Source: an optimization exercise on an open RTL-to-GDS flow (aim: small area, a short achievable clock period and few clock cycles per item). Production flows keep margins and buffers that such runs may drop.
Function was checked by simulation only, so behaviour that the tests miss may differ from the original.

== old ==
// iir_allpole
module iir_allpole
#(
    parameter int N    = 10,
    parameter int W    = 16,
    parameter int FRAC = 14
) (
    input  logic                clock,
    input  logic                reset,
    input  logic signed [W-1:0] in_data,
    input  logic                in_valid,
    output logic                in_ready,
    input  logic [N-1:0][W-1:0] coef,
    output logic signed [W-1:0] out_data,
    output logic                out_valid,
    input  logic                out_ready,
    output logic                busy,
    output logic                ovf
);
For scale: roughly 7,600 cells after synthesis, about 560 flip-flops.
==> flow/config.mk <==
export PLATFORM = sky130hd
export DESIGN_NAME = iir_allpole
export DESIGN_NICKNAME = iir_allpole
export VERILOG_FILES = /design/flow/design.v
export SDC_FILE = /design/flow/constraint.sdc
export NUM_CORES = 4
export LEC_CHECK = 0
export ABC_AREA = 1
export CAP_MARGIN = 20
export CORE_MARGIN = 2
export CORE_UTILIZATION = 60
export SLEW_MARGIN = 20
export SYNTH_HIERARCHICAL = 1
==> flow/constraint.sdc <==
create_clock -name core_clock -period 11.0 [get_ports {clock}]
set_input_delay 2.2000 -clock core_clock [delete_from_list [all_inputs] [get_ports {clock}]]
set_output_delay 2.2000 -clock core_clock [all_outputs]
set_load 0.01 [all_outputs]
standard.sh (not shown) runs the stock make flow with config.mk's settings and CLKGATE_MAP_FILE= SYNTH_SCRIPT=/design/flow/synth_recipe.tcl, a recipe that flattens the netlist after the stock synthesis.
==> flow/flow/run.sh <==
#!/bin/bash
# The standard layout with two changes: the port buffers are the smallest
# plain buffer (buf_1) instead of the delay buffer buffer_ports picks by
# default, and timing repair aims 5.7 ns below the clock period. make's output,
# which includes every tool's, goes to layout.log here; ORFS also keeps each
# step's log under orfs/logs.
set -euo pipefail
bash standard.sh "BUFFER_PORTS_ARGS=-buffer_cell sky130_fd_sc_hd__buf_1" SETUP_SLACK_MARGIN=5.7 finish > layout.log 2>&1
old completed end to end with timing, DRC and antenna clean.
Testbench counts of old, summed over its fixed seeds: cycles 3,192, items 3,072.
Setup changes, old to new
==> flow/flow/run.sh <==
#!/bin/bash
# The standard layout with two changes: the port buffers are the smallest
# plain buffer (buf_1) instead of the delay buffer buffer_ports picks by
# default, and timing repair aims 5.5 ns below the clock period. make's output,
# which includes every tool's, goes to layout.log here; ORFS also keeps each
# step's log under orfs/logs.
set -euo pipefail
bash standard.sh "BUFFER_PORTS_ARGS=-buffer_cell sky130_fd_sc_hd__buf_1" SETUP_SLACK_MARGIN=5.5 finish > layout.log 2>&1
--- outcome ---
Across both runs, global-route wire length before repair was lower for new than for old. Of the two candidates, old has the better setup slack after layout and new the worse one. In the final reports, the cell area of new is smaller than that of old. Fraction of area in multi-input gates: new higher than old. The total length of routed wires in new was lower than what old gave. From old to new the numbers moved as follows: filler cell count in the final layout rose by 537. Delta (new minus old): number of combinational gates with multiple inputs shows no meaningful change; critical path depth shows an increase of 2; detailed-routed wire length on met2 shows a reduction of 2.0%.

iir_allpole again, from the RTL that the note above started with.
make LEC_CHECK=0 ABC_AREA=1 CAP_MARGIN=20 CORE_MARGIN=2 CORE_UTILIZATION=70 SETUP_SLACK_MARGIN=5 SLEW_MARGIN=20 SYNTH_HIERARCHICAL=1 finish   # period 11.0 ns
run.sh (not shown) runs the stock make flow with config.mk's settings and CLKGATE_MAP_FILE= SYNTH_SCRIPT=/design/flow/synth_recipe.tcl, a recipe that flattens the netlist after the stock synthesis.
Stock flow here: none of the scripts above is used.
Testbench counts at the start, summed over its fixed seeds: cycles 3,192, items 3,072.
Edit:
==> flow/flow/run.sh (new file) <==
#!/bin/bash
# The standard layout with two changes: the port buffers are the smallest
# plain buffer (buf_1) instead of the delay buffer buffer_ports picks by
# default, and timing repair aims 5.0 ns below the clock period. make's output,
# which includes every tool's, goes to layout.log here; ORFS also keeps each
# step's log under orfs/logs.
set -euo pipefail
bash standard.sh "BUFFER_PORTS_ARGS=-buffer_cell sky130_fd_sc_hd__buf_1" SETUP_SLACK_MARGIN=5.0 finish > layout.log 2>&1
==> flow/standard.sh (new file) <==
#!/bin/bash
# synth_recipe.tcl (not shown) runs the flow's synth.tcl, then flattens the netlist and writes it again
# the make line also repeats each setting of config.mk as NAME=value (left out here)
make -C /OpenROAD-flow-scripts/flow DESIGN_CONFIG=/design/flow/config.mk WORK_HOME=/design/flow/orfs CLKGATE_MAP_FILE= SYNTH_SCRIPT=/design/flow/synth_recipe.tcl "${@:-finish}"
CORE_UTILIZATION = 60   (was 70)
SETUP_SLACK_MARGIN = not set   (was 5)
removed: flow/run.sh
After rerunning:
- wire length fell by 1.9%
- design area fell by 0.80%
- utilization fell by 11 points
- maximum frequency rose by 1.2%
- die area rose by 16%
- via count fell by 4.9%
- global-route usage fell by 8.4 points
- worst hold slack barely changes
Edit:
==> flow/flow/run.sh (replaced) <==
#!/bin/bash
# The standard layout with two changes: the port buffers are the smallest
# plain buffer (buf_1) instead of the delay buffer buffer_ports picks by
# default, and timing repair aims 5.3 ns below the clock period. make's output,
# which includes every tool's, goes to layout.log here; ORFS also keeps each
# step's log under orfs/logs.
set -euo pipefail
bash standard.sh "BUFFER_PORTS_ARGS=-buffer_cell sky130_fd_sc_hd__buf_1" SETUP_SLACK_MARGIN=5.3 finish > layout.log 2>&1
What happened: Cell area climbs slightly; sequential share of layout area drops by 0.19 points; register-to-register slack is better by 0.26 ns.
Edit:
==> flow/flow/run.sh (replaced) <==
#!/bin/bash
# The standard layout with two changes: the port buffers are the smallest
# plain buffer (buf_1) instead of the delay buffer buffer_ports picks by
# default, and timing repair aims 5.7 ns below the clock period. make's output,
# which includes every tool's, goes to layout.log here; ORFS also keeps each
# step's log under orfs/logs.
set -euo pipefail
bash standard.sh "BUFFER_PORTS_ARGS=-buffer_cell sky130_fd_sc_hd__buf_1" SETUP_SLACK_MARGIN=5.7 finish > layout.log 2>&1
CTS_BUF_LIST = sky130_fd_sc_hd__clkbuf_4 sky130_fd_sc_hd__clkbuf_8   (was not set)
Routed wire length rises by 4.2%.
Register-to-register slack stays flat.
Non-clock buffer count rises by 256.
Area after synthesis is unchanged.
Global-route usage rises by 1.3 points.
Setup slack improves by 0.0053 ns.
Via count rises by 3.6%.
Clock skew rises by 0.064 ns.
Final cell count rises by 3.5%.

Setup of tundra:
iir_allpole again, from the RTL that the note above started with.
==> flow/config.mk <==
export PLATFORM = sky130hd
export DESIGN_NAME = iir_allpole
export DESIGN_NICKNAME = iir_allpole
export VERILOG_FILES = /design/flow/design.v
export SDC_FILE = /design/flow/constraint.sdc
export NUM_CORES = 4
export LEC_CHECK = 0
export ABC_AREA = 1
export CAP_MARGIN = 20
export CORE_MARGIN = 2
export CORE_UTILIZATION = 60
export SETUP_SLACK_MARGIN = 5
export SLEW_MARGIN = 20
export SYNTH_HIERARCHICAL = 1
==> flow/constraint.sdc <==
create_clock -name core_clock -period 11.0 [get_ports {clock}]
set_input_delay 2.2000 -clock core_clock [delete_from_list [all_inputs] [get_ports {clock}]]
set_output_delay 2.2000 -clock core_clock [all_outputs]
set_load 0.01 [all_outputs]
Stock flow here: none of the scripts above is used.
tundra finished every stage and its layout cleared the timing, DRC and antenna checks.
Testbench counts of tundra, summed over its fixed seeds: cycles 3,192, items 3,072.
## Diff of input files: xenon against tundra
- SETUP_SLACK_MARGIN: 5 -> unset
==> flow/flow/run.sh (new file) <==
#!/bin/bash
# The standard layout with two changes: the port buffers are the smallest
# plain buffer (buf_1) instead of the delay buffer buffer_ports picks by
# default, and timing repair aims 5.4 ns below the clock period. make's output,
# which includes every tool's, goes to layout.log here; ORFS also keeps each
# step's log under orfs/logs.
set -euo pipefail
bash standard.sh "BUFFER_PORTS_ARGS=-buffer_cell sky130_fd_sc_hd__buf_1" SETUP_SLACK_MARGIN=5.4 finish > layout.log 2>&1
==> flow/standard.sh (new file) <==
#!/bin/bash
# synth_recipe.tcl (not shown) runs the flow's synth.tcl, then flattens the netlist and writes it again
# the make line also repeats each setting of config.mk as NAME=value (left out here)
make -C /OpenROAD-flow-scripts/flow DESIGN_CONFIG=/design/flow/config.mk WORK_HOME=/design/flow/orfs CLKGATE_MAP_FILE= SYNTH_SCRIPT=/design/flow/synth_recipe.tcl "${@:-finish}"
removed: flow/run.sh
Notes after the runs:
- Per the comparison of xenon with tundra, global-route usage shows a reduction of 0.54 points, number of signal-net buffers in the layout shows an increase of about 80%, area of the multi-input gates shows an increase of 1.1%, area of all placed cells without fillers shows an increase of 1.3%.
- On xenon: worst setup slack is 0.35 ns higher than what tundra gave.
- When the final numbers for xenon and tundra were put side by side, the layout cell share with drive strength beyond 1 turned out to be greater in xenon.
- Final-layout worst hold slack is lower on tundra
- From tundra to xenon the numbers moved as follows: worst reg-to-reg setup slack picked up an extra 0.34 ns; total number of nets in the final design increased 170.

[port drivers added, routing unchanged]
Ports are ideal in the flow. The routed layouts listed here were re-timed in OpenROAD. Step 1, drivers: a clkbuf_16 drives clock and a buf_2 each remaining input, both assumed. Step 2, shift: input delay + t, output delay - t, t = (earliest + latest rising clock arrival at the registers) / 2. This alone moves slack from input paths to output paths. Slacks: no drivers / after step 1 / after step 2; pairs: no drivers / after step 1.
run | t, ns | slack for setup (ns) | hold WS [ns] | cell pins on the clock port's net
old | 0.789 | 5.473 / 5.473 / 5.473 | 0.503 / 0.503 / 0.503 | 1
new | 0.774 | 5.408 / 5.408 / 5.408 | 0.502 / 0.502 / 0.502 | 1
the first run of note 2 | 0.750 | 4.971 / 4.971 / 4.971 | 0.497 / 0.497 / 0.497 | 1
the second run of note 2 | 0.780 | 5.040 / 5.040 / 5.040 | 0.500 / 0.500 / 0.500 | 1
the third run of note 2 | 0.782 | 5.304 / 5.304 / 5.304 | 0.500 / 0.500 / 0.500 | 1
the fourth run of note 2 | 0.953 | 5.309 / 5.309 / 5.309 | 0.505 / 0.505 / 0.505 | 1
tundra | 0.778 | 5.083 / 5.061 / 5.061 | 0.494 / 0.494 / 0.494 | 1
xenon | 0.780 | 5.434 / 5.434 / 5.434 | 0.502 / 0.502 / 0.502 | 1
After both steps setup and hold are still met in every run listed. For tundra, which loses most, drivers alone change the setup slack by -0.022 ns; drivers and shift together by -0.022 ns.
